Source: an optimization exercise on an open RTL-to-GDS flow (aim: small area, a short achievable clock period and few clock cycles). Production flows keep margins and buffers that such runs may drop.
Only simulation tests tie the RTL to the original design; equivalence was not proved.

`constraint.sdc`:
```
create_clock -name core_clock -period 45.0 [get_ports {clk}]
set_input_delay 9.0000 -clock core_clock [delete_from_list [all_inputs] [get_ports {clk}]]
set_output_delay 9.0000 -clock core_clock [all_outputs]
set_load 0.01 [all_outputs]
```
`run.sh`:
```
#!/bin/bash
# synth_recipe.tcl (not shown) runs the flow's synth.tcl, then flattens the netlist and writes it again
# the make line also repeats each setting of config.mk as NAME=value (left out here)
make -C /OpenROAD-flow-scripts/flow DESIGN_CONFIG=/design/flow/config.mk WORK_HOME=/design/flow/orfs CLKGATE_MAP_FILE= SYNTH_SCRIPT=/design/flow/synth_recipe.tcl finish
```
`config.mk`:
```
export PLATFORM = sky130hd
export DESIGN_NAME = sgm_path_scheduler
export DESIGN_NICKNAME = sgm_path_scheduler
export VERILOG_FILES = /design/flow/design.v
export SDC_FILE = /design/flow/constraint.sdc
export NUM_CORES = 4
export LEC_CHECK = 0
export CAP_MARGIN = 20
export CORE_MARGIN = 2
export CORE_UTILIZATION = 40
export SLEW_MARGIN = 20
```
`design.v`:
```
module sgm_path_scheduler #(
    parameter int MAX_DISP   = 16,
    parameter int P1_PENALTY = 8,
    parameter int P2_PENALTY = 128,
    parameter int IMG_WIDTH  = 640,
    parameter int IMG_HEIGHT = 480
) (
    input  logic                   clk,
    input  logic                   rst_n,
    input  logic                   start,
    output logic                   busy,
    output logic                   frame_done,
    input  logic                   in_valid,
    output logic                   in_ready,
    input  logic [MAX_DISP*16-1:0] in_cost_flat,
    output logic                   out_valid,
    input  logic                   out_ready,
    output logic [MAX_DISP*16-1:0] out_cost_flat,
    output logic [15:0]            out_min_cost,
    output logic                   out_last_in_row,
    output logic                   out_last_in_frame
);
    localparam int N     = MAX_DISP;
    localparam int COL_W = $clog2(IMG_WIDTH);
    localparam int ROW_W = $clog2(IMG_HEIGHT);
    logic               busy_q, flush_q, done_q, ov_q;
    logic [COL_W-1:0]   col_q;
    logic [ROW_W-1:0]   row_q;
    logic [N-1:0][15:0] l_q, l_d;
    logic run, accept, col0, lastc, lastr;
    assign run      = busy_q & ~flush_q;
    assign in_ready = run & (~ov_q | out_ready);
    assign accept   = in_valid & in_ready;
    assign col0     = (col_q == '0);
    assign lastc    = (col_q == COL_W'(IMG_WIDTH - 1));
    assign lastr    = (row_q == ROW_W'(IMG_HEIGHT - 1));
    logic [15:0] t1 [8];
    logic [15:0] t2 [4];
    logic [15:0] t3 [2];
    logic [15:0] mp;
    for (genvar i = 0; i < 8; i++) begin : g_t1
        assign t1[i] = (l_q[2*i+1] < l_q[2*i]) ? l_q[2*i+1] : l_q[2*i];
    end
    for (genvar i = 0; i < 4; i++) begin : g_t2
        assign t2[i] = (t1[2*i+1] < t1[2*i]) ? t1[2*i+1] : t1[2*i];
    end
    for (genvar i = 0; i < 2; i++) begin : g_t3
        assign t3[i] = (t2[2*i+1] < t2[2*i]) ? t2[2*i+1] : t2[2*i];
    end
    assign mp = (t3[1] < t3[0]) ? t3[1] : t3[0];
    logic [16:0] far17;
    logic        wf;
    logic [15:0] negmp;
    assign far17 = {1'b0, mp} + 17'd128;
    assign wf    = far17[16];
    assign negmp = 16'd0 - mp;
    logic [N-1:0]      w, z, gs, gn;
    logic [N-1:0][6:0] dif;
    logic [N-1:0][7:0] cs, cn;
    for (genvar d = 0; d < N; d++) begin : g_c
        logic ge;
        assign ge     = ~wf & (l_q[d] >= far17[15:0]);
        assign dif[d] = l_q[d][6:0] - mp[6:0];
        assign w[d]   = &l_q[d][15:3];
        assign z[d]   = ~|l_q[d][15:3];
        assign gs[d]  = ge | wf;
        assign gn[d]  = ge | (wf & ~w[d]);
        assign cs[d]  = {gs[d], dif[d] & {7{~gs[d]}}};
        assign cn[d]  = {gn[d], dif[d] & {7{~gn[d]}}};
    end
    for (genvar d = 0; d < N; d++) begin : g_lane
        logic [7:0]  lo8, hi8, m_a, nm;
        logic        wl, wh, same_wins, wide;
        logic [2:0]  vmin;
        logic [15:0] x;
        logic [2:0]  y;
        if (d > 0) begin : g_lo
            assign lo8 = cn[d-1] + 8'd8;
            assign wl  = ~wf & w[d-1];
        end else begin : g_lo0
            assign lo8 = 8'hFF;
            assign wl  = 1'b0;
        end
        if (d < N-1) begin : g_hi
            assign hi8 = cn[d+1] + 8'd8;
            assign wh  = ~wf & w[d+1];
        end else begin : g_hiN
            assign hi8 = 8'hFF;
            assign wh  = 1'b0;
        end
        assign m_a = (hi8 < lo8) ? hi8 : lo8;
        assign nm  = (m_a < cs[d]) ? m_a : cs[d];
        if (d > 0 && d < N-1) begin : g_vm
            logic [2:0] vl, vh;
            assign vl   = l_q[d-1][2:0];
            assign vh   = l_q[d+1][2:0];
            assign vmin = (wl & (~wh | (vl < vh))) ? vl : vh;
        end else if (d == 0) begin : g_vm0
            assign vmin = l_q[d+1][2:0];
        end else begin : g_vmN
            assign vmin = l_q[d-1][2:0];
        end
        assign same_wins = z[d] & (l_q[d][2:0] < vmin);
        assign wide      = (wl | wh) & ~same_wins & ~col0;
        assign x = wide ? negmp : {8'd0, nm & {8{~col0}}};
        assign y = wide ? vmin : 3'd0;
        assign l_d[d] = in_cost_flat[d*16 +: 16] + x + {13'd0, y};
    end
    always_ff @(posedge clk or negedge rst_n) begin
        if (!rst_n) begin
            busy_q  <= 1'b0;
            flush_q <= 1'b0;
            done_q  <= 1'b0;
            ov_q    <= 1'b0;
            col_q   <= '0;
            row_q   <= '0;
        end else begin
            done_q <= 1'b0;
            if (!busy_q && !done_q && start) busy_q <= 1'b1;
            if (flush_q && out_ready) begin
                busy_q  <= 1'b0;
                flush_q <= 1'b0;
                done_q  <= 1'b1;
            end
            if (accept) begin
                ov_q <= 1'b1;
                if (lastc) begin
                    col_q <= '0;
                    if (lastr) begin
                        row_q   <= '0;
                        flush_q <= 1'b1;
                    end else begin
                        row_q <= row_q + 1'b1;
                    end
                end else begin
                    col_q <= col_q + 1'b1;
                end
            end else if (out_ready) begin
                ov_q <= 1'b0;
            end
        end
    end
    always_ff @(posedge clk) begin
        if (accept) l_q <= l_d;
    end
    assign busy              = busy_q;
    assign frame_done        = done_q;
    assign out_valid         = ov_q;
    assign out_cost_flat     = l_q;
    assign out_min_cost      = mp;
    assign out_last_in_row   = col0;
    assign out_last_in_frame = flush_q;
endmodule
```
==> notes.md <==
[flip-flops by register name (all words and copies together) (netlist names)]
signal and flops:
l_q 256, ov_q 1, row_q 9, flush_q 1, busy_q 1, col_q 10, done_q 1
[cells in the final DEF (no fill, tap or decap), drive strengths merged, types with 53 or more instances in the layout]
cell           instances
fa                    80
nand4                121
nor4                  72
o211ai                74
o21ai                361
buf                  137
mux2                  59
o221ai                62
nand2                390
nor2b                 73
xor2                 135
mux2i                172
nand3                156
o21a                  59
inv                  678
o21bai                57
or2                   53
xnor2                258
and2                  53
a21o                 145
edfxtp               256
a21oi                494
nor2                 471
nand2b               103
nor3                  82
clkdlybuf4s50        537
ha                  1105
[kinds of logic after synthesis]
kind of cell,synth area share
xor gates and xnor gates,0.0665
and+or+nand+nor,0.160
AOI/OAI and AO/OA,0.211
DFF,0.159
buffers and inverters,0.0604
muxes,0.0459
adders and majority gates,0.297
[routing by layer]
layer,vias to the layer above,global-route usage,wire length [um]
li1,24300,-,-
met1,25300,0.462,101000
met2,2593,0.521,99500
met3,496,0.0772,23700
met4,0,0.143,11200
met5,-,0,0
[worst max-delay path, delay by kind of cell (launching register included)]
kind / cells / cell delay [ns]
buffers and inverters: 13 / 2.55
XOR/XNOR: 3 / 0.41
adder cells (fa/ha/maj): 11 / 3.53
multiplexers: 3 / 1.02
AND/OR/NAND/NOR: 13 / 3.66
flip-flops: 1 / 0.83
AO/OA/AOI/OAI: 50 / 12.94
[through the flow]
step / utilization / hold slack [ns] / instances
floorplan: - / 0.451 / 6299
global placement: 0.467 / 0.472 / 8565
detailed placement: 0.467 / 0.483 / 8565
CTS: 0.478 / 0.495 / 8635
global route: 0.478 / 0.519 / 8639
finish: 0.478 / 0.492 / 8645
[final timing paths]
path | from | end | slack, ns
worst min register to register | row_q[2]$_DFFE_PN0P_ | row_q[2]$_DFFE_PN0P_ | 0.49
worst min-delay path | row_q[2]$_DFFE_PN0P_ | row_q[2]$_DFFE_PN0P_ | 0.49
min in group asynchronous | rst_n | col_q[8]$_DFFE_PN0P_ | 8.35
worst max-delay path | l_q[129]$_DFFE_PP_ | l_q[159]$_DFFE_PP_ | 19.71
worst max register to register | l_q[129]$_DFFE_PP_ | l_q[159]$_DFFE_PP_ | 19.71
max in group asynchronous | rst_n | busy_q$_DFFE_PN0P_ | 36.30
[area by class of cell]
type                    count  area (um^2)  area share
diodes                      9         22.5    0.000364
clock buffers              44         1040      0.0168
clock inverters            26          335     0.00542
inverters                 681         2560      0.0413
multi-input cells        5190        41000       0.664
flip-flops and latches    279         8260       0.134
well taps                1742         2180      0.0353
repair buffers            674         6400       0.104
==> metrics.csv <==
metric,value,unit
average cell area after synthesis,8.27,um^2
"count leader, synth",ha_1,
Initial Util,0.403,
Setup WS pre-CTS,20.22,ns
Via Count,52700,
vias in the first global route,50000,
number of setup buffers added after CTS,0,
RSZ-0062 raised after global routing,no,
1st-pass router iterations,6,
port buffer count,538,
Mapped Cells,6299,
post-synthesis cell type count,109,
DRT antenna net count,0,
clk_skew,0.0192,ns
largest net degree at the start of global routing,69,
die area,0.133,mm^2
Post-synth ARST share,0.0824,
1st-iter DRT viols,5332,
Sum Neg Setup Slack,0,ns
worst min-delay path class,reg2reg,
YS warnings,4,
worst path arrival time,25.63,ns
Skew-Pair Late Insertion Delay,0.61,ns
drt drc,0,
Final Cell Area,0.0618,mm^2
first-pass GRT wire length,335,mm
vias per cell,6.09,
startpoint types,flop,
Synth area leader,ha_1,
Cell Rows,132,
Placer Congestion,1.04,
Post-synth EDFFs,256,
Hold Path Cell Cnt,1,
Yosys reg bits,279,
Syn-to-layout area delta,18.7,%
Resized cells post-CTS,0,
Max H-tree Level,2,
final hold violation count,0,
Final Cycle Share,0.562,
clock-pin slew on the worst setup and hold paths,0.05,ns
aggregate global routing overflow,0,
Max Slew Vio Count,0,
Critical Path RT,45.34,ns
CTS Buf Count,38,
crit-path most repeated cell,a21oi_1,
"top cells by count, synth","ha_1 (1,105), inv_1 (675), a21oi_1 (492)",
critical path class,reg2reg,
synth top area cells,"ha_1 (27%), edfxtp_1 (15%), inv_1 (4.9%), a21oi_1 (4.7%), xnor2_1 (4.3%)",
clk sinks,279,
final setup vio count,0,
sequential share of the synthesized area,0.159,
# fillers,12600,
Slew @ Worst Pin,1.11,ns
# hold bufs at CTS,0,
CP Max Fanout,28,
Post-Syn Nets,7745,
reg2reg path depth,93,
max frequency,39.5,MHz
CTS tree,built,
fin crit period,25.29,ns
Die X,365,um
total of max-cap violations,0,
Setup crit end kind,flop,
DP HPWL,185,mm
die height,365,um
Top Ports,539,
final net count,8310,
Root Buffer,clkbuf_16,
Max Root-Sink Buffers,3,
share of post-route cells with drive strength above 1,0.0564,
setup ws final,19.71,ns
headroom to the max-slew limit,0.257,
CORE AREA,0.129,mm^2
antenna violations before repair,7,
status,"complete, no violations",
Tot GR Track Use,0.342,
crit path max-delay cell type,edfxtp_1,
Post-DP Area,0.0604,mm^2
Synth Flop Type,edfxtp_1,
Synth Cell Area,0.0521,mm^2
Routed WL,235,mm
share of the synthesized area in the top cell type,0.265,
wire per inst,27.2,um
max incr delay on CP,0.83,ns
Testbench counts, summed over its fixed seeds: cycles 1,228,808.

[separate check: timing with driven ports]
How much do the figures lean on ideal ports? The routed layout below was timed once more, with nothing changed but the port constraints.
Step 1: set_driving_cell puts a clkbuf_16 on clk and a buf_2 on each other input, an assumption about the parent block.
Step 2 moves the port delays by t, midway between the first and last clock arrival at a register: inputs arrive t later, outputs are due t later. That takes back most of the time a late clock gives input paths.
a / b / c = ideal / step 1 / step 2; a / b = the first two.
t (ns): 0.682
slack for setup (ns): 19.713 / 19.713 / 19.713
hold WS [ns]: 0.492 / 0.492 / 0.492
worst data-port slew with drivers (ns): 0.12
After both steps this run still meets setup and hold. For this run, drivers alone change the setup slack by 0.000 ns; drivers and shift together by 0.000 ns.
